From an optimization exercise on the open Yosys and OpenROAD flow, aimed at small area; shortcuts taken in it are not production practice. The RTL was checked by simulation tests, not by an equivalence proof against the original design. The clock port is modelled as an ideal driver; clocking choices that lean on that would not hold on a real chip. No activity file was given, so power comes from the tool's default toggle rates.

==> flow/design.v <==
package bmem_pkg;
    localparam int BEAT_W      = 64;
    localparam int BEATS       = 4;
    localparam int LINE_W      = BEAT_W * BEATS;
    localparam int OFFSET_BITS = 5;
endpackage
module rr_arbiter2 (
    input  logic req_i,
    input  logic req_d,
    input  logic last_d,
    output logic gnt_d,
    output logic any_req
);
    assign gnt_d   = req_d & (~req_i | ~last_d);
    assign any_req = req_i | req_d;
endmodule
module bmem_line_adapter #(
    parameter int ADDR_W = 32,
    parameter int BEAT_W = 64,
    parameter int BEATS  = 4
) (
    input  logic                      clk,
    input  logic                      rst,
    input  logic [ADDR_W-1:0]         i_addr,
    input  logic                      i_read,
    output logic [BEAT_W*BEATS-1:0]   i_rdata,
    output logic                      i_resp,
    input  logic [ADDR_W-1:0]         d_addr,
    input  logic                      d_read,
    input  logic                      d_write,
    input  logic [BEAT_W*BEATS-1:0]   d_wdata,
    output logic [BEAT_W*BEATS-1:0]   d_rdata,
    output logic                      d_resp,
    output logic [ADDR_W-1:0]         bmem_addr,
    output logic                      bmem_read,
    output logic                      bmem_write,
    output logic [BEAT_W-1:0]         bmem_wdata,
    input  logic                      bmem_ready,
    input  logic [ADDR_W-1:0]         bmem_raddr,
    input  logic [BEAT_W-1:0]         bmem_rdata,
    input  logic                      bmem_rvalid
);
    localparam int LINE_W = BEAT_W * BEATS;
    localparam int OFF    = bmem_pkg::OFFSET_BITS;
    logic              wr_q;     
    logic              rdi_q;    
    logic              rdw_q;    
    logic              resp_q;   
    logic              gnt_q;    
    logic [BEATS-1:0]  beat_n;    
    logic              idle;
    logic              gnt_d;
    logic              any_req;
    logic              beat_hit;
    logic              last;
    logic [ADDR_W-1:0] line_addr;
    logic [BEAT_W-1:0] beat_q [BEATS];
    rr_arbiter2 u_arb (
        .req_i   (i_read),
        .req_d   (d_read | d_write),
        .last_d  (gnt_q),
        .gnt_d   (gnt_d),
        .any_req (any_req)
    );
    assign idle      = ~(wr_q | rdi_q | rdw_q | resp_q);
    assign line_addr = {(gnt_q ? d_addr[ADDR_W-1:OFF] : i_addr[ADDR_W-1:OFF]), {OFF{1'b0}}};
    assign beat_hit  = rdw_q & bmem_rvalid & (bmem_raddr == line_addr);
    assign last      = ~beat_n[BEATS-1];
    always_ff @(posedge clk or posedge rst) begin
        if (rst) begin
            wr_q   <= 1'b0;
            rdi_q  <= 1'b0;
            rdw_q  <= 1'b0;
            resp_q <= 1'b0;
            gnt_q  <= 1'b0;
            beat_n  <= {{(BEATS-1){1'b1}}, 1'b0};
        end else begin
            if (idle && any_req) begin
                gnt_q <= gnt_d;
                wr_q  <= gnt_d & d_write;
                rdi_q <= ~(gnt_d & d_write);
            end
            if (wr_q && bmem_ready) begin
                beat_n <= {beat_n[BEATS-2:0], beat_n[BEATS-1]};
                if (last) begin
                    wr_q   <= 1'b0;
                    resp_q <= 1'b1;
                end
            end
            if (rdi_q && bmem_ready) begin
                rdi_q <= 1'b0;
                rdw_q <= 1'b1;
            end
            if (beat_hit) begin
                beat_n <= {beat_n[BEATS-2:0], beat_n[BEATS-1]};
                if (last) begin
                    rdw_q  <= 1'b0;
                    resp_q <= 1'b1;
                end
            end
            if (resp_q)
                resp_q <= 1'b0;
        end
    end
    always_ff @(posedge clk) begin
        for (int k = 0; k < BEATS - 1; k++)
            if (beat_hit && !beat_n[k])
                beat_q[k] <= bmem_rdata;
        beat_q[BEATS-1] <= bmem_rdata;
    end
    always_comb
        for (int k = 0; k < BEATS; k++)
            i_rdata[k*BEAT_W +: BEAT_W] = beat_q[k];
    assign d_rdata    = i_rdata;
    assign i_resp     = resp_q & ~gnt_q;
    assign d_resp     = resp_q & gnt_q;
    assign bmem_read  = rdi_q;
    assign bmem_write = wr_q;
    assign bmem_addr  = line_addr;
    always_comb begin
        bmem_wdata = '1;
        for (int k = 0; k < BEATS; k++)
            bmem_wdata &= d_wdata[k*BEAT_W +: BEAT_W] | {BEAT_W{beat_n[k]}};
    end
endmodule
==> flow/config.mk <==
export PLATFORM = sky130hd
export DESIGN_NAME = bmem_line_adapter
export DESIGN_NICKNAME = bmem_line_adapter
export VERILOG_FILES = /design/flow/design.v
export SDC_FILE = /design/flow/constraint.sdc
export NUM_CORES = 4
export LEC_CHECK = 0
export CAP_MARGIN = 20
export CORE_AREA = 10 10 350 350
export DIE_AREA = 0 0 360 360
export SLEW_MARGIN = 20
==> flow/constraint.sdc <==
create_clock -name core_clock -period 5.0 [get_ports {clk}]
set_input_delay 1.0000 -clock core_clock [delete_from_list [all_inputs] [get_ports {clk}]]
set_output_delay 1.0000 -clock core_clock [all_outputs]
set_load 0.01 [all_outputs]
standard.sh (not shown) runs the stock make flow with config.mk's settings and CLKGATE_MAP_FILE= SYNTH_SCRIPT=/design/flow/synth_recipe.tcl, a recipe that flattens the netlist after the stock synthesis.
==> flow/flow/run.sh <==
#!/bin/bash
# Own layout flow: the standard ORFS flow (standard.sh), with
#  - the port buffers that global placement inserts taken from the smallest
#    buffer cell,
#  - the ports placed on the die's edge in an order that keeps the ports
#    meeting at the same cells together (flow/pins.tcl),
#  - clock tree synthesis clustering more sinks per leaf buffer and adding
#    no dummy loads, and
#  - after CTS, clock buffers upsized only where the flip-flop clock-pin
#    slew needs it (flow/post_cts.tcl).
set -euo pipefail
here=$(cd "$(dirname "${BASH_SOURCE[0]}")" && pwd)
export BUFFER_PORTS_ARGS="-buffer_cell sky130_fd_sc_hd__buf_1"
export CTS_ARGS="-sink_clustering_enable -repair_clock_nets -sink_clustering_size 20 -sink_clustering_max_diameter 60 -buf_list sky130_fd_sc_hd__clkbuf_4 -dont_use_dummy_load"
export PRE_IO_PLACEMENT_TCL="$here/pins.tcl"
export POST_CTS_TCL="$here/post_cts.tcl"
bash standard.sh > standard_flow.log 2>&1
==> flow/flow/post_cts.tcl <==
# Runs at the end of ORFS's CTS step (POST_CTS_TCL). Upsizes each clock buffer
# whose flip-flop clock pins see a slew above the target, one drive step at a
# time, then legalises the placement again. Before that, cells on paths with
# setup slack to spare are downsized (repair_timing -recover_power).
estimate_parasitics -placement
repair_timing -recover_power 100 -verbose
set clk_slew_target [expr {[info exists ::env(CLK_SLEW_TARGET)] ? $::env(CLK_SLEW_TARGET) : 0.122}]
set clk_sizes {sky130_fd_sc_hd__clkbuf_1 sky130_fd_sc_hd__clkbuf_2 sky130_fd_sc_hd__clkbuf_4 sky130_fd_sc_hd__clkbuf_8 sky130_fd_sc_hd__clkbuf_16}
for {set iter 0} {$iter < 4} {incr iter} {
  estimate_parasitics -placement
  set slow [dict create]
  foreach pin [get_pins -hierarchical */CLK] {
    set s [expr {max([get_property $pin slew_max_rise], [get_property $pin slew_max_fall])}]
    if {$s > $clk_slew_target} {
      set net [get_nets -of_objects $pin]
      foreach drv [get_pins -of_objects $net -filter "direction == output"] {
        dict set slow [get_property [get_cells -of_objects $drv] full_name] 1
      }
    }
  }
  if {[dict size $slow] == 0} { break }
  set n 0
  foreach name [dict keys $slow] {
    set inst [[ord::get_db_block] findInst $name]
    set m [[$inst getMaster] getName]
    set i [lsearch $clk_sizes $m]
    if {$i >= 0 && $i < [llength $clk_sizes] - 1} {
      replace_cell [get_cells $name] [lindex $clk_sizes [expr {$i + 1}]]
      incr n
    }
  }
  puts "post_cts: iteration $iter upsized $n clock buffers"
  if {$n == 0} { break }
}
detailed_placement
check_placement -verbose
estimate_parasitics -placement
Other scripts of this flow, unchanged in this note and not shown: flow/flow/pins.tcl
Then changed:
--- a/flow/flow/post_cts.tcl
+++ b/flow/flow/post_cts.tcl
@@ -34,0 +35,33 @@
+# Downsize the remaining logic cells and flip-flops, one drive step at a time, while no
+# max-slew or max-capacitance limit is broken and the setup slack stays
+# above 0.3 ns.
+proc try_downsize {} {
+  set n 0
+  foreach inst [[ord::get_db_block] getInsts] {
+    set m [[$inst getMaster] getName]
+    if {![regexp {^(sky130_fd_sc_hd__[a-z0-9]+)_([0-9]+)$} $m -> base drive]} { continue }
+    if {$drive <= 1 || [string match "*clk*" $base]} { continue }
+    set sizes {}
+    foreach lc [get_lib_cells */${base}_*] {
+      if {[regexp {_([0-9]+)$} [get_name $lc] -> d] && $d < $drive} { lappend sizes $d }
+    }
+    if {[llength $sizes] == 0} { continue }
+    set smaller [lindex [lsort -integer -decreasing $sizes] 0]
+    set name [$inst getName]
+    replace_cell [get_cells $name] ${base}_$smaller
+    estimate_parasitics -placement
+    if {[sta::max_slew_violation_count] > 0 || [sta::max_capacitance_violation_count] > 0 || [sta::worst_slack_cmd max] < 3e-10} {
+      replace_cell [get_cells $name] $m
+    } else {
+      incr n
+    }
+  }
+  estimate_parasitics -placement
+  return $n
+}
+for {set iter 0} {$iter < 4} {incr iter} {
+  set n [try_downsize]
+  puts "post_cts: downsize pass $iter downsized $n cells"
+  if {$n == 0} { break }
+}
+
- The new run produced a clean layout
- synthesized cell count stays the same
- die area does not change
- count of clock-buffer cells in the layout stays the same
- power is about the same
- register-to-register slack is worse by 0.20 ns
- synthesized area stays the same
Then changed:
--- a/flow/flow/run.sh
+++ b/flow/flow/run.sh
@@ -14 +14 @@
-export CTS_ARGS="-sink_clustering_enable -repair_clock_nets -sink_clustering_size 20 -sink_clustering_max_diameter 60 -buf_list sky130_fd_sc_hd__clkbuf_4 -dont_use_dummy_load"
+export CTS_ARGS="-sink_clustering_enable -repair_clock_nets -sink_clustering_size 30 -sink_clustering_max_diameter 100 -buf_list sky130_fd_sc_hd__clkbuf_4 -dont_use_dummy_load"
--- a/flow/flow/post_cts.tcl
+++ b/flow/flow/post_cts.tcl
@@ -35,33 +34,0 @@
-# Downsize the remaining logic cells and flip-flops, one drive step at a time, while no
-# max-slew or max-capacitance limit is broken and the setup slack stays
-# above 0.3 ns.
-proc try_downsize {} {
-  set n 0
-  foreach inst [[ord::get_db_block] getInsts] {
-    set m [[$inst getMaster] getName]
-    if {![regexp {^(sky130_fd_sc_hd__[a-z0-9]+)_([0-9]+)$} $m -> base drive]} { continue }
-    if {$drive <= 1 || [string match "*clk*" $base]} { continue }
-    set sizes {}
-    foreach lc [get_lib_cells */${base}_*] {
-      if {[regexp {_([0-9]+)$} [get_name $lc] -> d] && $d < $drive} { lappend sizes $d }
-    }
-    if {[llength $sizes] == 0} { continue }
-    set smaller [lindex [lsort -integer -decreasing $sizes] 0]
-    set name [$inst getName]
-    replace_cell [get_cells $name] ${base}_$smaller
-    estimate_parasitics -placement
-    if {[sta::max_slew_violation_count] > 0 || [sta::max_capacitance_violation_count] > 0 || [sta::worst_slack_cmd max] < 3e-10} {
-      replace_cell [get_cells $name] $m
-    } else {
-      incr n
-    }
-  }
-  estimate_parasitics -placement
-  return $n
-}
-for {set iter 0} {$iter < 4} {incr iter} {
-  set n [try_downsize]
-  puts "post_cts: downsize pass $iter downsized $n cells"
-  if {$n == 0} { break }
-}
-
- CORE_AREA: 10 10 350 350 -> 10 10 315 315
- DIE_AREA: 0 0 360 360 -> 0 0 325 325
Outcome: Setup slack gets better by 0.32 ns. Synthesized cell count is unchanged. First-iteration DRC count went up by 6.9%.
Then changed:
- CORE_AREA: 10 10 315 315 -> 10 10 390 390
- DIE_AREA: 0 0 325 325 -> 0 0 400 400
The new run went through all stages and came out clean.
Setup slack gets better by 0.20 ns.
Clock power shrinks by about 1%.
Cell count rises by 23%.
Via count came out lower by 0.33%.
Critical path depth does not change.
Power barely changes.
Synthesized area stays the same.
First-iteration DRC count increases by 18%.
Non-clock buffer count increases by 2.
Synthesized cell count does not change.
Final area goes up by 5.9%.

==> separate check: timing with driven ports <==
The results above use ideal ports. As a check the final layouts listed here were re-extracted and re-timed, cells and wires unchanged.
Step 1 assumes that a clkbuf_16 drives the clock port and a buf_2 every other input.
Step 2 moves the port delays by t, midway between the first and last clock arrival at a register: inputs arrive t later, outputs are due t later. That takes back most of the time a late clock gives input paths.
Three values: ideal, step 1, step 2; two values: the first two.
run	shift t [ns]	slack for setup (ns)	worst setup path after step 2	slew at the worst register clock pin (ns)	worst data-port slew with drivers (ns)
the first run	0.745	1.122 / 1.122 / 1.122	register to register	0.12 / 0.12	0.05
the second run	0.745	0.863 / 0.802 / 0.915	register to register	0.11 / 0.11	0.05
the third run	0.740	1.186 / 1.186 / 1.186	register to register	0.11 / 0.11	0.06
the fourth run	0.773	1.388 / 1.358 / 1.316	input to register	0.11 / 0.11	0.05
After both steps every run listed still meets setup and hold. The setup slack of the fourth run, which loses most, moves by -0.030 ns with the drivers and by -0.072 ns with both steps.
